This is an optimization exercise on Yosys and OpenROAD, whose aim is small area, a short achievable clock period and few clock cycles per item, not a production implementation.
Only simulation tests tie the RTL to the original design; equivalence was not proved.

==> flow/design.v (outline; a module is shown in full before it is edited, if it fits) <==
// module julian_day_to_calendar_date: 1778 lines
module julian_day_to_calendar_date (
  input  logic                     clk,
  input  logic                     rst,
  input  logic                     stamp_valid,
  output logic                     stamp_ready,
  input  logic [IN_W-1:0]          stamp_julian_time,
  output logic                     date_valid,
  input  logic                     date_ready,
  output logic signed [YEAR_W-1:0] date_year,
  output logic [MONTH_W-1:0]       date_month,
  output logic [DAY_W-1:0]         date_day_whole,
  output logic [FO_W-1:0]          date_day_fraction
);
  // ...
==> flow/run.sh <==
#!/bin/bash
# synth_recipe.tcl (not shown) runs the flow's synth.tcl, then flattens the netlist and writes it again
# the make line also repeats each setting of config.mk as NAME=value (left out here)
make -C /OpenROAD-flow-scripts/flow DESIGN_CONFIG=/design/flow/config.mk WORK_HOME=/design/flow/orfs CLKGATE_MAP_FILE= SYNTH_SCRIPT=/design/flow/synth_recipe.tcl finish
==> flow/config.mk <==
export PLATFORM = sky130hd
export DESIGN_NAME = julian_day_to_calendar_date
export DESIGN_NICKNAME = julian_day_to_calendar_date
export VERILOG_FILES = /design/flow/design.v
export SDC_FILE = /design/flow/constraint.sdc
export NUM_CORES = 4
export LEC_CHECK = 0
export CAP_MARGIN = 20
export CORE_MARGIN = 2
export CORE_UTILIZATION = 60
export SETUP_SLACK_MARGIN = 5
export SLEW_MARGIN = 20
==> flow/constraint.sdc <==
create_clock -name core_clock -period 10.0 [get_ports {clk}]
set_input_delay 2.0000 -clock core_clock [delete_from_list [all_inputs] [get_ports {clk}]]
set_output_delay 2.0000 -clock core_clock [all_outputs]
set_load 0.01 [all_outputs]
==> impl_metrics.json, run 1 <==
{
  "synth-seq-area-share_pct": 38.62,
  "worstReg2RegStart": "qe2[5]$_DFFE_PP_",
  "ctsResizeCount": 14,
  "skew_ns": 0.01477,
  "regArea_mm2": 0.005365,
  "grt.busiest_layer": "met2",
  "dp_hpwl_um": 20550,
  "status": "no timing/DRC/antenna violations",
  "dominant_cells": "multi-input combinational cells",
  "fin_nets": 1660,
  "slowest_stage": "clkdlybuf4s50_1",
  "fmax_mhz": 202.4,
  "syn2layout_area_growth_pct": 16.21,
  "rows": 55,
  "utilization_pct": 71.09,
  "dr.first_iter.drc_count": 388,
  "fin_crit_sh_pct": 49.41,
  "critical-path-top-delay-family": "buffers and inverters",
  "clock_area_share_pct": 3.976,
  "yosys_warnings": 1,
  "wl_per_cell_um": 15.96,
  "num-multi-input-gates": 765
}
Testbench counts, summed over its fixed seeds: cycles 16,032, items 16,000.
==> inputs of run 2 (changes only) <==
--- a/flow/design.v
+++ b/flow/design.v
@@ -1653,25 +1653,60 @@
   assign yt[9]  = s2sum >= 13'd3652;
   assign yt[10] = s2sum >= 13'd4017;
   always_comb begin
     yp = 4'd0;
     for (int i = 0; i < 11; i++) begin
       if (yt[i]) yp = 4'(i + 1);
     end
   end
+  logic [13:0] qe14;
+  logic [13:0] m1179;
+  assign qe14  = 14'(qe2);
+  assign m1179 = -14'd1179;
+  logic [13:0] y0h;
+  logic [14:0] y0h_c;
+  assign y0h_c[0] = 1'b0;
+  assign y0h[0] = qe14[0] ^ m1179[0] ^ y0h_c[0];
+  assign y0h_c[1] = (qe14[0] & m1179[0]) | (qe14[0] & y0h_c[0]) | (m1179[0] & y0h_c[0]);
+  assign y0h[1] = qe14[1] ^ m1179[1] ^ y0h_c[1];
+  assign y0h_c[2] = (qe14[1] & m1179[1]) | (qe14[1] & y0h_c[1]) | (m1179[1] & y0h_c[1]);
+  assign y0h[2] = qe14[2] ^ m1179[2] ^ y0h_c[2];
+  assign y0h_c[3] = (qe14[2] & m1179[2]) | (qe14[2] & y0h_c[2]) | (m1179[2] & y0h_c[2]);
+  assign y0h[3] = qe14[3] ^ m1179[3] ^ y0h_c[3];
+  assign y0h_c[4] = (qe14[3] & m1179[3]) | (qe14[3] & y0h_c[3]) | (m1179[3] & y0h_c[3]);
+  assign y0h[4] = qe14[4] ^ m1179[4] ^ y0h_c[4];
+  assign y0h_c[5] = (qe14[4] & m1179[4]) | (qe14[4] & y0h_c[4]) | (m1179[4] & y0h_c[4]);
+  assign y0h[5] = qe14[5] ^ m1179[5] ^ y0h_c[5];
+  assign y0h_c[6] = (qe14[5] & m1179[5]) | (qe14[5] & y0h_c[5]) | (m1179[5] & y0h_c[5]);
+  assign y0h[6] = qe14[6] ^ m1179[6] ^ y0h_c[6];
+  assign y0h_c[7] = (qe14[6] & m1179[6]) | (qe14[6] & y0h_c[6]) | (m1179[6] & y0h_c[6]);
+  assign y0h[7] = qe14[7] ^ m1179[7] ^ y0h_c[7];
+  assign y0h_c[8] = (qe14[7] & m1179[7]) | (qe14[7] & y0h_c[7]) | (m1179[7] & y0h_c[7]);
+  assign y0h[8] = qe14[8] ^ m1179[8] ^ y0h_c[8];
+  assign y0h_c[9] = (qe14[8] & m1179[8]) | (qe14[8] & y0h_c[8]) | (m1179[8] & y0h_c[8]);
+  assign y0h[9] = qe14[9] ^ m1179[9] ^ y0h_c[9];
+  assign y0h_c[10] = (qe14[9] & m1179[9]) | (qe14[9] & y0h_c[9]) | (m1179[9] & y0h_c[9]);
+  assign y0h[10] = qe14[10] ^ m1179[10] ^ y0h_c[10];
+  assign y0h_c[11] = (qe14[10] & m1179[10]) | (qe14[10] & y0h_c[10]) | (m1179[10] & y0h_c[10]);
+  assign y0h[11] = qe14[11] ^ m1179[11] ^ y0h_c[11];
+  assign y0h_c[12] = (qe14[11] & m1179[11]) | (qe14[11] & y0h_c[11]) | (m1179[11] & y0h_c[11]);
+  assign y0h[12] = qe14[12] ^ m1179[12] ^ y0h_c[12];
+  assign y0h_c[13] = (qe14[12] & m1179[12]) | (qe14[12] & y0h_c[12]) | (m1179[12] & y0h_c[12]);
+  assign y0h[13] = qe14[13] ^ m1179[13] ^ y0h_c[13];
+  assign y0h_c[14] = (qe14[13] & m1179[13]) | (qe14[13] & y0h_c[13]) | (m1179[13] & y0h_c[13]);
   logic [8:0]  s23;
   logic [3:0]  yp3;
   logic [15:0] y03;
   logic [15:0] f3;
   always_ff @(posedge clk) begin
     if (en3) begin
       s23   <= s2sum[8:0];
       yp3   <= yp;
-      y03   <= 16'({qe2, 2'b00}) - 16'd4716;
+      y03   <= {y0h, 2'b00};
       f3    <= f2;
     end
   end
   logic [8:0]  yoff3;
   always_comb begin
     unique case (yp3)
       4'd0:    yoff3 = 9'(0);
       4'd1:    yoff3 = 9'(365);
==> impl_metrics.json, run 2 <==
{
  "status": "no timing/DRC/antenna violations",
  "hold_class": "reg2reg",
  "yosysMostFrequentCell": "inv_1",
  "yosys_warnings": 1,
  "path_max_fanout": 10,
  "pre_cts_ws_ns": 4.210,
  "setup_ws_ns": 5.050,
  "largest_reg_flops": 24,
  "regMostFlops": "w1",
  "synthDistinctLibCells": 72,
  "cts-root-buf": "clkbuf_16",
  "critPathKind": "in2out",
  "synth_common_cells": "inv_1, ha_1, edfxtp_1",
  "rsz0062_at_grt": "false",
  "yosysTopAreaCell": "edfxtp_1",
  "syn_avg_cell_area_um2": 11.57,
  "drt-total-wl_um": 25960,
  "synthTopCellsByArea": "edfxtp_1, fa_1, ha_1",
  "clkSlewWorstSetupHoldPaths_ns": 0.08,
  "cp-end-kind": "output port",
  "grt_pass1_vias": 8971,
  "vias": 8748,
  "synth-seq-area-share_pct": 38.85,
  "antenna_left": 0,
  "dr.first_iter.drc_count": 346,
  "synthXorXnorAreaFrac_pct": 5.192,
  "rows": 55,
  "crit_arrival_ns": 2.95,
  "ys_seq_elements": 180,
  "fin_nets": 1672,
  "place.gp.congestion": 0.8465,
  "postSynthCellCount": 1193,
  "critPathLaunchType": "primary input",
  "final.setup.tns_ns": 0,
  "synth-simple-area-share_pct": 6.343,
  "synthArstFlopShare_pct": 0,
  "htree_levels": 4,
  "gr-usage-all-layers_pct": 22.74,
  "io_buffers": 85,
  "drive_gt1_share_pct": 10.24,
  "cts_tree": "done",
  "reg2reg_depth": 24,
  "synth_top_area_share_pct": 38.27,
  "wl_per_cell_um": 15.91,
  "worstSetupStartpoint": "date_ready",
  "initial_core_util_pct": 60.99,
  "ys.flop_type": "edfxtp_1",
  "skew_ns": 0.01294,
  "r2r_setup_slack_ns": 5.19,
  "synth_edf_count": 176,
  "worstPathRequired_ns": 8.00,
  "synth_area_mm2": 0.01381,
  "hold_viol_final": 0,
  "muxShareOfSynthArea_pct": 0.2175,
  "synth_compound_area_share_pct": 8.617,
  "first_pass_iters": 5,
  "final_common_cell": "inv_1",
  "clkSinkCount": 180,
  "syn2layout_area_growth_pct": 17.43,
  "insertion_delay_ns": 0.44,
  "antenna_found_initial": 0,
  "fp.dieW_um": 155.7,
  "finalSetupViolCount": 0,
  "grt_remaining_overflow": 0,
  "avgViaCountPerCell": 5.360,
  "synth_top_family_by_area": "adder cells",
  "fillers": 1632,
  "synthAdderAreaFrac_pct": 32.93,
  "fmax_mhz": 202.0,
  "grt_pass1_wl_um": 42740,
  "syn_nets": 1531,
  "slew_headroom_pct": 30.27,
  "worstMarginPinSlew_ns": 1.042,
  "pin_count": 86,
  "fin_crit_sh_pct": 49.50,
  "grt_max_degree": 51,
  "num_antenna_cells": 0,
  "max_cap_viol_count": 0,
  "finalCriticalPeriod_ns": 4.950,
  "rr_endpoint": "day_r[3]$_DFFE_PP_",
  "core_area_mm2": 0.02264,
  "clockBufferDepth": 2,
  "drv_slew": 0,
  "crit_end": "stamp_ready",
  "dp_hpwl_um": 20020,
  "final_cell_mix": "inv_1, edfxtp_1, ha_1, fa_1, clkdlybuf4s50_1",
  "cts_buffers": 17,
  "worstReg2RegStart": "yp3[0]$_SDFFCE_PP1P_",
  "die_area_mm2": 0.02424,
  "die_h_um": 155.7,
  "drc": 0
}
==> run 2: cell types whose count changed in the layout (fill, tap and decap cells not counted), moves of 4 or more <==
cell	change
inv_1	+25
nand2_1	-19
ha_1	+12
buf_4	+11
o21ai_1	-10
nand3_1	+7
a21oi_1	+5
a21oi_2	-4
a31oi_1	-4
inv_2	+4
==> run 2: cells by family (layout without fill, tap and decap cells) <==
| logic type | after synthesis | count (layout) |
|---|---|---|
| compound gates | 172 | 172 |
| mux | 3 | 3 |
| fa+ha+maj | 295 | 295 |
| simple gates | 179 | 179 |
| xor+xnor | 78 | 78 |
| buf+inv | 286 | 440 |
| flops | 180 | 180 |
==> run 2: worst min-delay path by stage <==
stage                startpoint  cells after the start  slack [ns]          endpoint
2_1_floorplan   f1[0]$_DFFE_PP_                      0        0.40   f2[0]$_DFFE_PP_
3_3_place_gp    f2[3]$_DFFE_PP_                      0        0.40   f3[3]$_DFFE_PP_
3_5_place_dp   f1[10]$_DFFE_PP_                      0        0.40  f2[10]$_DFFE_PP_
4_1_cts        f2[12]$_DFFE_PP_                      0        0.41  f3[12]$_DFFE_PP_
5_1_grt        f2[12]$_DFFE_PP_                      0        0.42  f3[12]$_DFFE_PP_
6_report       f2[12]$_DFFE_PP_                      0        0.42  f3[12]$_DFFE_PP_
==> run 2: layout make-up <==
type / instances / area (µm²) / area share (%)
clock inverter: 15 / 216.5 / 1.335
multi-input combinational: 727 / 7557 / 46.60
sequential: 180 / 5365 / 33.09
clock buffer: 17 / 425.4 / 2.623
inverter: 280 / 1051 / 6.481
timing repair buffer: 128 / 1244 / 7.670
tap: 285 / 356.6 / 2.199
==> run 2: what timing repair did <==
action                                 in CTS  in global routing
pin swaps                                   0                 17
cloned                                      2                  0
gates resized for setup                    15                 44
hold buffers                                0                  0
setup endpoints to repair                  18                 19
endpoints found under the hold margin       0                  0
buffers inserted                           10                 29
==> run 2: critical path, cell delays in order <==
cell,delay [ns]
clkdlybuf4s50_1,0.51
nor2b_4,0.06
inv_2,0.11
buf_12,0.14
clkbuf_2,0.13
==> run 2: metal layers <==
layer  wire length, µm  track usage, %  part of all wire [%]
met1             10490           26.55                    40
met2             14050           42.73                    54
met3               758           3.417                   2.9
met4               661           7.645                   2.5
met5                 0               0                     0
==> run 2: metrics by stage <==
step	util, %	instances	instance area (µm²)	hold WS, ns
finish	71.62	1632	16220	0.4153
global route	71.62	1632	16220	0.4186
CTS	69.93	1603	15830	0.4106
detailed placement	66.28	1559	15010	0.4045
global placement	66.28	1559	15010	0.4003
floorplan	-	1193	13810	0.4003
Testbench counts of run 2, summed over its fixed seeds: cycles 16,032, items 16,000.

==> what the ideal ports hide <==
Ports are ideal in the flow. The routed layouts listed here were re-timed in OpenROAD.
Step 1 assumes that a clkbuf_16 drives the clock port and a buf_2 every other input.
Step 2 adds t to the input delays and takes it off the output delays; t is the mean of the earliest and latest rising clock arrival at the registers after step 1. Input paths then give back, and output paths get back, about the clock's delay inside the block.
Slacks: no drivers / after step 1 / after step 2; pairs: no drivers / after step 1.
run	shift t [ns]	slack for setup (ns)	worst register clock-pin slew, ns	cell pins on the clock port's net
run 1	0.482	5.059 / 5.030 / 4.793	0.09 / 0.09	1
run 2	0.484	5.050 / 5.024 / 4.674	0.08 / 0.08	1
After both steps setup and hold are still met in every run listed. For run 2, which loses most, drivers alone change the setup slack by -0.026 ns; drivers and shift together by -0.376 ns.
